Source: an optimization exercise on an open RTL-to-GDS flow (aim: small area). Production flows keep margins and buffers that such runs may drop. At most, simulation tests tie the RTL to the original design; equivalence was not proved. No functional check of the RTL was part of run 1. Power figures rest on the tool's default switching activity, not on a simulated workload.

`run.sh`:
```
#!/bin/bash
# synth_recipe.tcl (not shown) runs the flow's synth.tcl, then flattens the netlist and writes it again
# the make line also repeats each setting of config.mk as NAME=value (left out here)
make -C /OpenROAD-flow-scripts/flow DESIGN_CONFIG=/design/flow/config.mk WORK_HOME=/design/flow/orfs CLKGATE_MAP_FILE= SYNTH_SCRIPT=/design/flow/synth_recipe.tcl finish
```
`config.mk`:
```
export PLATFORM = sky130hd
export DESIGN_NAME = sisc_mc_core
export DESIGN_NICKNAME = sisc_mc_core
export VERILOG_FILES = /design/flow/design.v
export SDC_FILE = /design/flow/constraint.sdc
export NUM_CORES = 4
export LEC_CHECK = 0
export CAP_MARGIN = 20
export CORE_MARGIN = 2
export CORE_UTILIZATION = 30
export SLEW_MARGIN = 20
```
`constraint.sdc`:
```
create_clock -name core_clock -period 10.0 [get_ports {clk}]
set_input_delay 2.0000 -clock core_clock [delete_from_list [all_inputs] [get_ports {clk}]]
set_output_delay 2.0000 -clock core_clock [all_outputs]
set_load 0.01 [all_outputs]
```
`design.v`:
```
module sisc_mc_core #(
  parameter int DATA_W = 32,
  parameter int REG_AW = 4
) (
  input  logic              clk,
  input  logic              rst,
  input  logic [31:0]       ir,
  input  logic              ir_valid,
  output logic              ir_ready,
  output logic              busy,
  output logic              halted,
  output logic [3:0]        stat,
  output logic              illegal,
  input  logic [REG_AW-1:0] dbg_addr,
  output logic [DATA_W-1:0] dbg_data
);
  localparam int NREG = 2 ** REG_AW;
  localparam int SW   = $clog2(DATA_W);
  localparam int MSB  = DATA_W - 1;
  typedef logic [DATA_W-1:0] word_t;
  logic [2:0]  state_r;
  logic        sIdle, sDec, sExe, sWb;
  assign sIdle = (state_r == 3'b000);
  assign sDec  = (state_r == 3'b001);
  assign sExe  = (state_r == 3'b011);
  assign sWb   = (state_r == 3'b010);
  assign ir_ready = sIdle;
  assign busy     = state_r[0] | state_r[1];
  assign halted   = state_r[2];
  logic [3:0]  op_r, mm_r, rd_r, rs_r;
  logic [15:0] imm_r;
  always_ff @(posedge clk) begin
    if (sIdle) begin
      op_r  <= ir[31:28];
      mm_r  <= ir[27:24];
      rd_r  <= ir[23:20];
      rs_r  <= ir[19:16];
      imm_r <= ir[15:0];
    end
  end
  always_ff @(posedge clk or posedge rst) begin
    if (rst) begin
      state_r <= 3'b000;
    end else begin
      case (state_r)
        3'b000:  state_r <= ir_valid ? 3'b001 : 3'b000;
        3'b001:  state_r <= (op_r == 4'hF) ? 3'b100 : 3'b011;
        3'b011:  state_r <= 3'b010;
        3'b010:  state_r <= 3'b000;
        3'b100:  state_r <= 3'b100;
        default: state_r <= 3'b000;
      endcase
    end
  end
  word_t           regData_r [1:NREG-1];
  logic [NREG-1:0] regValid_r;
  always_comb begin
    dbg_data = regData_r[(dbg_addr == '0) ? REG_AW'(1) : dbg_addr];
    if (!regValid_r[dbg_addr]) dbg_data = '0;
  end
  logic [REG_AW-1:0] rAddr_s;
  word_t             rData_s;
  assign rAddr_s = sWb ? imm_r[15:12] : rs_r;
  always_comb begin
    rData_s = regData_r[(rAddr_s == '0) ? REG_AW'(1) : rAddr_s];
    if (!regValid_r[rAddr_s]) rData_s = '0;
  end
  word_t opA_r;
  always_ff @(posedge clk) begin
    opA_r <= rData_s;
  end
  logic  isAlu, legal;
  word_t A, B, aluRes_s;
  logic  aluC_s, aluV_s;
  logic [SW-1:0]   shAmt_s;
  assign isAlu = (op_r == 4'h1) || (op_r == 4'h2);
  assign legal = isAlu && (mm_r >= 4'h1) && (mm_r <= 4'h8);
  assign A = opA_r;
  assign B = (op_r == 4'h2) ? word_t'($signed(imm_r)) : rData_s;
  assign shAmt_s = B[SW-1:0];
  logic  isSub, isShl;
  word_t bx, aRev, shIn, shOut, shOutRev;
  logic [DATA_W:0] sum_s, shWide_s;
  function automatic word_t rev(input word_t x);
    for (int i = 0; i < DATA_W; i++) rev[i] = x[DATA_W-1-i];
  endfunction
  assign isSub = (mm_r == 4'h2);
  assign isShl = (mm_r == 4'h7);
  assign bx    = B ^ {DATA_W{isSub}};
  assign sum_s = {1'b0, A} + {1'b0, bx} + {{DATA_W{1'b0}}, isSub};
  assign shIn  = isShl ? rev(A) : A;
  assign shWide_s = {shIn, 1'b0} >> shAmt_s;
  assign shOut = shWide_s[DATA_W:1];
  assign shOutRev = rev(shOut);
  always_comb begin
    aluRes_s = '0;
    aluC_s   = 1'b0;
    aluV_s   = 1'b0;
    case (mm_r)
      4'h1, 4'h2: begin
        aluRes_s = sum_s[DATA_W-1:0];
        aluC_s   = sum_s[DATA_W];
        aluV_s   = (A[MSB] == bx[MSB]) && (aluRes_s[MSB] != A[MSB]);
      end
      4'h3: aluRes_s = A & B;
      4'h4: aluRes_s = A | B;
      4'h5: aluRes_s = A ^ B;
      4'h6: aluRes_s = ~A;
      4'h7: begin
        aluRes_s = shOutRev;
        aluC_s   = shWide_s[0];
      end
      4'h8: begin
        aluRes_s = shOut;
        aluC_s   = shWide_s[0];
      end
      default: ;
    endcase
  end
  logic commit;
  assign commit  = sWb && legal;
  assign illegal = sWb && !legal && (op_r != 4'h0);
  always_ff @(posedge clk or posedge rst) begin
    if (rst) begin
      regValid_r <= '0;
    end else if (commit && (rd_r != '0)) begin
      regValid_r[rd_r] <= 1'b1;
    end
  end
  always_ff @(posedge clk) begin
    if (commit && (rd_r != '0)) begin
      regData_r[rd_r] <= aluRes_s;
    end
  end
  logic [3:0] stat_r;
  always_ff @(posedge clk or posedge rst) begin
    if (rst) begin
      stat_r <= 4'h0;
    end else if (commit) begin
      stat_r <= {aluC_s, aluV_s, aluRes_s[MSB], (aluRes_s == '0)};
    end
  end
  assign stat = stat_r;
endmodule
```
==> results of run 1 <==
-- final cells by class --
cell class | instances | area [µm²] | area share
sequential | 567 | 16590 | 0.4146
timing repair buffer | 178 | 1580 | 0.03949
antenna | 3 | 7.507 | 0.0001876
tap | 1524 | 1907 | 0.04765
clock buffer | 83 | 1778 | 0.04443
clock inverter | 34 | 369.1 | 0.009223
inverter | 117 | 442.9 | 0.01107
multi-input combinational | 2352 | 17340 | 0.4334
-- power groups by stage --
stage / clock (mW) / combinational (mW) / sequential [mW]
finish: 2.40 / 8.99 / 3.64
detailed placement: 0 / 8.73 / 3.68
global route: 2.53 / 9.58 / 3.66
CTS: 2.43 / 8.77 / 3.64
floorplan: 0 / 5.71 / 3.55
global placement: 0 / 8.69 / 3.68
-- layer usage --
metal	wire length (µm)	GRT usage	vias up	share of wire
met2	58030	0.3283	1411	0.45
met3	12020	0.04072	260	0.094
met1	53190	0.2800	14310	0.42
met5	13	0	-	0.00010
met4	4597	0.07862	2	0.036
li1	-	-	12510	-
-- Yosys cell counts, drive strengths merged (48+ instances only) --
| library cell | n |
|---|---|
| mux4 | 110 |
| a21oi | 238 |
| and2 | 48 |
| buf | 79 |
| o211ai | 54 |
| nand3 | 111 |
| nand2 | 431 |
| nor2b | 71 |
| inv | 116 |
| o21ai | 109 |
| edfxtp | 512 |
| mux2i | 183 |
| a211oi | 132 |
| clkbuf | 162 |
| ha | 106 |
| nor2 | 182 |
-- through the flow --
stage / worst slack, ns / utilization / hold WS, ns / cell area [µm²]
global route: 0.2777 / 0.3439 / 0.4527 / 40020
detailed placement: 0.9637 / 0.3254 / 0.4189 / 37860
global placement: 1.098 / 0.3253 / 0.4184 / 37860
CTS: 0.8895 / 0.3438 / 0.4367 / 40010
finish: 0.8723 / 0.3439 / 0.4400 / 40020
floorplan: 2.023 / - / 0.4550 / 35260
-- worst paths after layout --
check	start	endpoint	cells past startpoint
max	state_r[2]	stat_r[0]	28
min	regValid_r[0]	regValid_r[0]	0
max reg2reg	state_r[2]	stat_r[0]	28
min reg2reg	regValid_r[0]	regValid_r[0]	0
max in group asynchronous	rst	stat_r[1]	3
min in group asynchronous	rst	state_r[1]	3
-- critical path: cells and delay by family, from the launching register on --
| family | cells | cell delay, ns |
|---|---|---|
| AOI/OAI and AO/OA | 11 | 4.09 |
| xor gates and xnor gates | 2 | 0.37 |
| adders and majority gates | 1 | 0.42 |
| buffers and inverters | 2 | 0.70 |
| DFF | 1 | 0.47 |
| and+or+nand+nor | 12 | 2.94 |
-- state kept, by name, indices dropped and copies added, names as in the netlist --
| signal | count |
|---|---|
| rs_r | 4 |
| state_r | 3 |
| regValid_r | 16 |
| mm_r | 4 |
| imm_r | 16 |
| stat_r | 4 |
| regData_r | 480 |
| op_r | 4 |
| opA_r | 32 |
| rd_r | 4 |
-- kinds of logic after synthesis --
logic type,share of synthesized area
simple gates,0.1312
compound gates,0.1682
flops,0.4705
buf+inv,0.04180
mux,0.1354
fa+ha+maj,0.03847
xor+xnor,0.01441
==> metrics.csv, run 1 <==
stage;metric;value;unit
synthesis;synth.area.top_cells;edfxtp_1 (44%), mux4_2 (7.0%), mux2i_1 (5.1%);
floorplan;fp.coreArea;0.1164;mm²
synthesis;yosysSeqAreaShare;0.4705;
critical_path;arrival;9.67;ns
synthesis;synth_ff_type;edfxtp_1;
placed_design;place.gp.congestion;1.016;
pwr;power.net_switching;7.426;mW
placed_design;post-place-cells;4738;
global_route;antenna_found_initial;7;
timing;clock_skew;0.01662;ns
synthesis;synth_top_cell_area_share;0.4360;
pwr;p_sw_frac;0.4941;
hold_path;hold_class;reg2reg;
timing;worst_slew_pin_slew;1.151;ns
global_route;grt_max_degree;168;
floorplan;initial_core_util;0.3030;
finish;nets;3428;
critical_path;required;10.54;ns
cts;ctsHoldBuffers;0;
timing;setup-tns-final;0;ns
cts;post_cts_buffers;0;
finish;areaGrowthSynthToFinish;13.49;%
synthesis;synth_cell_types;105;
run_status;status;finished clean;
pwr;p_clk_frac;0.160;
synthesis;synthesis.area;0.03526;mm²
global_route;grt_pass1_vias;27230;
cts;htree_levels;3;
pwr;power.density;375.6;mW/mm²
finish;drive_gt1_frac;0.1264;
cts;cts_buffers;66;
synthesis;avgSynthCellArea;10.76;µm²
synthesis;yosys.area.top_type;edfxtp_1;
global_route;grt_pass1_wl;186700;µm
critical_path;reg2reg_slack;0.87;ns
route;wl_per_cell;26.32;µm
floorplan;dieWidth;346.8;µm
route;first_iter_violations;3335;
timing;finalHoldViolCount;0;
timing;period_minus_slack;9.128;ns
timing;fin_crit_sh;0.9128;
cts;cts_buffer_depth;3;
cts;cts.root.buffer_cell;clkbuf_16;
timing;finalSetupViolations;0;
timing;maxSlewHeadroom;0.2327;
finish;final_common_cell;edfxtp_1;
pwr;peakVddDrop;0.1765;mV
synthesis;ys_async_sr_fraction;0.04056;
critical_path;crit_fanout;24;
critical_path;worstSetupEndpointType;flop;
floorplan;num_io_pins;79;
critical_path;max_stage_delay;0.78;ns
critical_path;setup.worst_path.class;reg2reg;
floorplan;die_height;346.8;µm
cts;cts_resized;0;
pwr;p_int;7.604;mW
route;ant_nets;0;
synthesis;synth_fp_nets;3423;
route;finalWirelength;127900;µm
pwr;p_total;15.03;mW
timing;rsz0062_at_grt;false;
cts;clkLatencyLatePin;0.64;ns
synthesis;ys_warn_count;1;
route;drcViolationCount;0;
timing;drv_slew;0;
global_route;track_usage;0.2074;
floorplan;die_area;0.1203;mm²
cts;clk_pin_slew;0.06;ns
pwr;p_comb_frac;0.598;
critical_path;cp_slowest_cell;o311ai_0;
placed_design;dpl.hpwl;82500;µm
run;cap_violations;0;
finish;layout_common_cells;edfxtp_1 (512), nand2_1 (431), a21oi_1 (235), nor2_1 (179), mux2i_1 (178);
finish;n_fill_cell;11560;
floorplan;rows;125;
pwr;p_leak;14.57;nW
synthesis;synth-edff-count;512;
global_route;overflow;0;
route;drt-vias-per-instance;5.865;
route;vias;28490;
pwr;pwr-share-seq;0.242;
synthesis;ys_ff_latch;567;
cts;cts_tree;done;
timing;max_freq;109.6;MHz
cts;cts_sinks;567;
synthesis;synthCells;3277;
route;first_pass_iters;6;
placed_design;io_buffer_count;78;
finish;final_cells;4858;
critical_path;start_kind;flop;
==> inputs of run 2 (changes only) <==
--- a/design.v
+++ b/design.v
@@ -54,16 +54,21 @@
   end
   word_t           regData_r [1:NREG-1];
   logic [NREG-1:0] regValid_r;
-  always_comb begin
-    dbg_data = regData_r[(dbg_addr == '0) ? REG_AW'(1) : dbg_addr];
-    if (!regValid_r[dbg_addr]) dbg_data = '0;
-  end
+  logic [NREG-1:0]   dbgSel_s, rSel_s;
   logic [REG_AW-1:0] rAddr_s;
   word_t             rData_s;
   assign rAddr_s = sWb ? imm_r[15:12] : rs_r;
   always_comb begin
-    rData_s = regData_r[(rAddr_s == '0) ? REG_AW'(1) : rAddr_s];
-    if (!regValid_r[rAddr_s]) rData_s = '0;
+    for (int k = 0; k < NREG; k++) begin
+      dbgSel_s[k] = (dbg_addr == k) && regValid_r[k];
+      rSel_s[k]   = (rAddr_s == k) && regValid_r[k];
+    end
+    dbg_data = '0;
+    rData_s  = '0;
+    for (int k = 1; k < NREG; k++) begin
+      dbg_data = dbg_data | (regData_r[k] & {DATA_W{dbgSel_s[k]}});
+      rData_s  = rData_s | (regData_r[k] & {DATA_W{rSel_s[k]}});
+    end
   end
   word_t opA_r;
   always_ff @(posedge clk) begin
==> run 2 against run 1 <==
Critical path type unchanged. Still clean on timing, DRC and antenna. Sequential power down 14%. Maximum frequency up 17%. Highest routed layer unchanged. Register-to-register slack better by 1.3 ns. Largest cell class is now registers. Non-clock buffer count down 21. Flip-flop and latch count down 1. First-iteration DRC count up 61%.
==> metrics.csv, run 2 <==
stage;metric;value;unit;change
timing;worst_slew_pin_slew;1.278;ns;+0.1268 ns
timing;clock_skew;0.05212;ns;+0.03550 ns
critical_path;max_stage_delay;0.69;ns;-0.09 ns
finish;nets;2828;;-18%
synthesis;ys_ff_latch;566;;-0.18%
synthesis;yosys.area.top_type;edfxtp_1;;
timing;finalHoldViolCount;0;;unchanged
floorplan;rows;116;;-7.2%
floorplan;fp.coreArea;0.1004;mm²;-14%
synthesis;yosys-top-cells-count;edfxtp_1 (512), a22oi_1 (295), nand2_1 (191);;
hold_path;hold_class;reg2reg;;
finish;n_fill_cell;9975;;-14%
cts;post_cts_buffers;0;;unchanged
timing;drv_slew;0;;unchanged
global_route;grt_max_degree;55;;-67%
route;wl_per_cell;31.75;µm;+21%
cts;cts_buffer_depth;3;;unchanged
timing;fin_crit_sh;0.7827;;-0.1301
cts;cts_resized;0;;unchanged
cts;clk_pin_slew;0.07;ns;about the same
timing;rsz0062_at_grt;false;;
synthesis;yosysSeqAreaShare;0.5434;;+0.07287
route;drcViolationCount;0;;unchanged
timing;period_minus_slack;7.827;ns;-1.301 ns
synthesis;synth_cell_types;84;;-20%
floorplan;die_height;322.8;µm;-6.9%
synthesis;ys_async_sr_fraction;0.03887;;-0.001695
global_route;grt_pass1_vias;24780;;-9.0%
finish;areaGrowthSynthToFinish;14.85;%;
synthesis;synthCells;2655;;-19%
synthesis;yosysMostFrequentCell;edfxtp_1;;
global_route;overflow;0;;unchanged
placed_design;place.gp.congestion;1.013;;-0.27%
floorplan;initial_core_util;0.3035;;+0.0005090
finish;regMostFlops;regData_r;;
finish;drive_gt1_frac;0.09923;;-0.02716
critical_path;crit_fanout;23;;-4.2%
critical_path;reg2reg_slack;2.17;ns;+1.30 ns
critical_path;worstSetupEndpointType;flop;;
cts;htree_levels;2;;-1
finish;largest_reg_flops;480;;unchanged
cts;cts_buffers;60;;-9.1%
critical_path;arrival;8.41;ns;-1.26 ns
synthesis;synth.area.top_cells;edfxtp_1 (50%), a22oi_1 (7.3%), ha_1 (4.3%);;
finish;regArea;0.01657;mm²;-0.15%
synthesis;avgSynthCellArea;11.48;µm²;+6.7%
timing;maxSlewHeadroom;0.1482;;-0.08452
route;ant_nets;0;;unchanged
critical_path;setup.worst_path.class;reg2reg;;
cts;clkLatencyLatePin;0.67;ns;+0.03 ns
global_route;track_usage;0.2412;;+0.03378
finish;layout_common_cells;edfxtp_1 (512), a22oi_1 (295), nand2_1 (191), nor2_1 (167), ha_1 (105);;
synthesis;synth_top_cell_area_share;0.5043;;+0.06829
run_status;status;finished clean;;
finish;utilization;0.3486;;+0.004688
global_route;antenna_found_initial;10;;+3
timing;finalSetupViolations;0;;unchanged
finish;final_common_cell;edfxtp_1;;
timing;max_freq;127.8;MHz;+17%
cts;cts_tree;done;;
timing;setup-tns-final;0;ns;unchanged
pwr;power.density;225.6;mW/mm²;-40%
synthesis;ys_warn_count;1;;unchanged
hold_path;min_from;stat_r[1];;
finish;reg.largest.list;regData_r x480, opA_r x32, imm_r x16;;
cts;cts_sinks;566;;-0.18%
critical_path;start_kind;flop;;
synthesis;synth_fp_nets;2800;;-18%
route;first_pass_iters;9;;+3
placed_design;dpl.hpwl;81020;µm;-1.8%
floorplan;num_io_pins;79;;unchanged
floorplan;dieWidth;322.8;µm;-6.9%
pwr;peakVddDrop;0.1495;mV;-15%
pwr;p_leak;11.92;nW;-18%
run;cap_violations;0;;unchanged
placed_design;io_buffer_count;78;;unchanged
cts;ctsHoldBuffers;0;;unchanged
route;first_iter_violations;5383;;+61%
global_route;grt_pass1_wl;182000;µm;-2.5%
route;vias;26320;;-7.6%
critical_path;cp_slowest_cell;o21ai_4;;
critical_path;required;10.58;ns;+0.04 ns
synthesis;synth-edff-count;512;;unchanged
route;drt-vias-per-instance;6.433;;+9.7%
critical_path;startpoint;state_r[2];;
cts;cts.root.buffer_cell;clkbuf_16;;
critical_path;r2r-start;state_r[2];;
finish;multi_input_area;0.01303;mm²;-25%
route;finalWirelength;129900;µm;+1.6%
synthesis;synth_ff_type;edfxtp_1;;
synthesis;synthesis.area;0.03049;mm²;-14%
floorplan;die_area;0.1042;mm²;-13%
## run 2: where the power goes
part / internal [mW] / switching [mW] / leakage (nW)
sequential: 2.92 / 0.195 / 5.30
combinational: 0.740 / 1.75 / 5.65
clock: 1.29 / 0.997 / 0.967
## run 2: worst max-delay path, delay by kind of cell (launching register included)
family	cells	cell delay, ns
buffers and inverters	3	0.66
DFF	1	0.44
and+or+nand+nor	9	1.92
adders and majority gates	1	0.48
AOI/OAI and AO/OA	11	3.59
muxes	2	0.65
## run 2: layout make-up
type,instances,share of cell area
clock buffers,73,0.04513
well taps,1357,0.04849
clock inverters,37,0.01222
multi-input cells,1812,0.3721
flip-flops and latches,566,0.4731
diodes,4,0.0002859
repair buffers,157,0.03924
inverters,86,0.009363
## run 2: through the flow
| step | worst slack [ns] | cell area (µm²) | power [mW] | cells | hold slack [ns] |
|---|---|---|---|---|---|
| floorplan | 3.692 | 30490 | 4.556 | 2655 | 0.4336 |
| global placement | 2.283 | 32990 | 5.554 | 3978 | 0.4858 |
| detailed placement | 2.431 | 32990 | 5.550 | 3978 | 0.4868 |
| CTS | 2.363 | 35000 | 7.825 | 4088 | 0.5027 |
| global route | 1.843 | 35000 | 8.159 | 4088 | 0.5293 |
| finish | 2.173 | 35010 | 7.899 | 4092 | 0.4934 |
## run 2: kinds of logic after synthesis
| kind of cell | count (synthesis) | synth area share |
|---|---|---|
| adders and majority gates | 107 | 0.04408 |
| DFF | 566 | 0.5434 |
| buffers and inverters | 277 | 0.03673 |
| xor gates and xnor gates | 53 | 0.01523 |
| AOI/OAI and AO/OA | 896 | 0.2210 |
| and+or+nand+nor | 691 | 0.1148 |
| muxes | 65 | 0.02479 |
## run 2: path summary, 6_finish.rpt
check                      cells after the start            end
hold reg to reg                                2      stat_r[1]
setup reg to reg                              26      stat_r[0]
min in group asynchronous                      3  regValid_r[3]
hold / removal                                 2      stat_r[1]
max in group asynchronous                      3  regValid_r[1]
setup / recovery                              26      stat_r[0]
## run 2: per-layer routing
| metal | vias to the layer above | track usage | routed length, µm |
|---|---|---|---|
| met2 | 2265 | 0.3583 | 54980 |
| li1 | 10740 | - | - |
| met4 | 8 | 0.1269 | 7629 |
| met1 | 12830 | 0.3224 | 49840 |
| met3 | 481 | 0.06184 | 17300 |
| met5 | - | 0 | 172 |

==> port drivers added, routing unchanged <==
Ports are ideal in the flow. The routed layouts listed here were re-timed in OpenROAD.
Step 1 assumes that a clkbuf_16 drives the clock port and a buf_2 every other input.
Step 2 times the ports against the registers' clock, not the clock port: input delays grow and output delays shrink by t, the midpoint of the rising clock arrivals with the driver on.
Slacks: no drivers / after step 1 / after step 2; pairs: no drivers / after step 1.
| run | shift t [ns] | setup WS [ns] | worst hold slack (ns) | cell pins on the clock port's net |
|---|---|---|---|---|
| run 1 | 0.704 | 0.872 / 0.872 / 0.872 | 0.440 / 0.440 / 0.440 | 1 |
| run 2 | 0.713 | 2.173 / 2.173 / 2.173 | 0.493 / 0.493 / 0.493 | 1 |
After both steps every run listed still meets setup and hold.
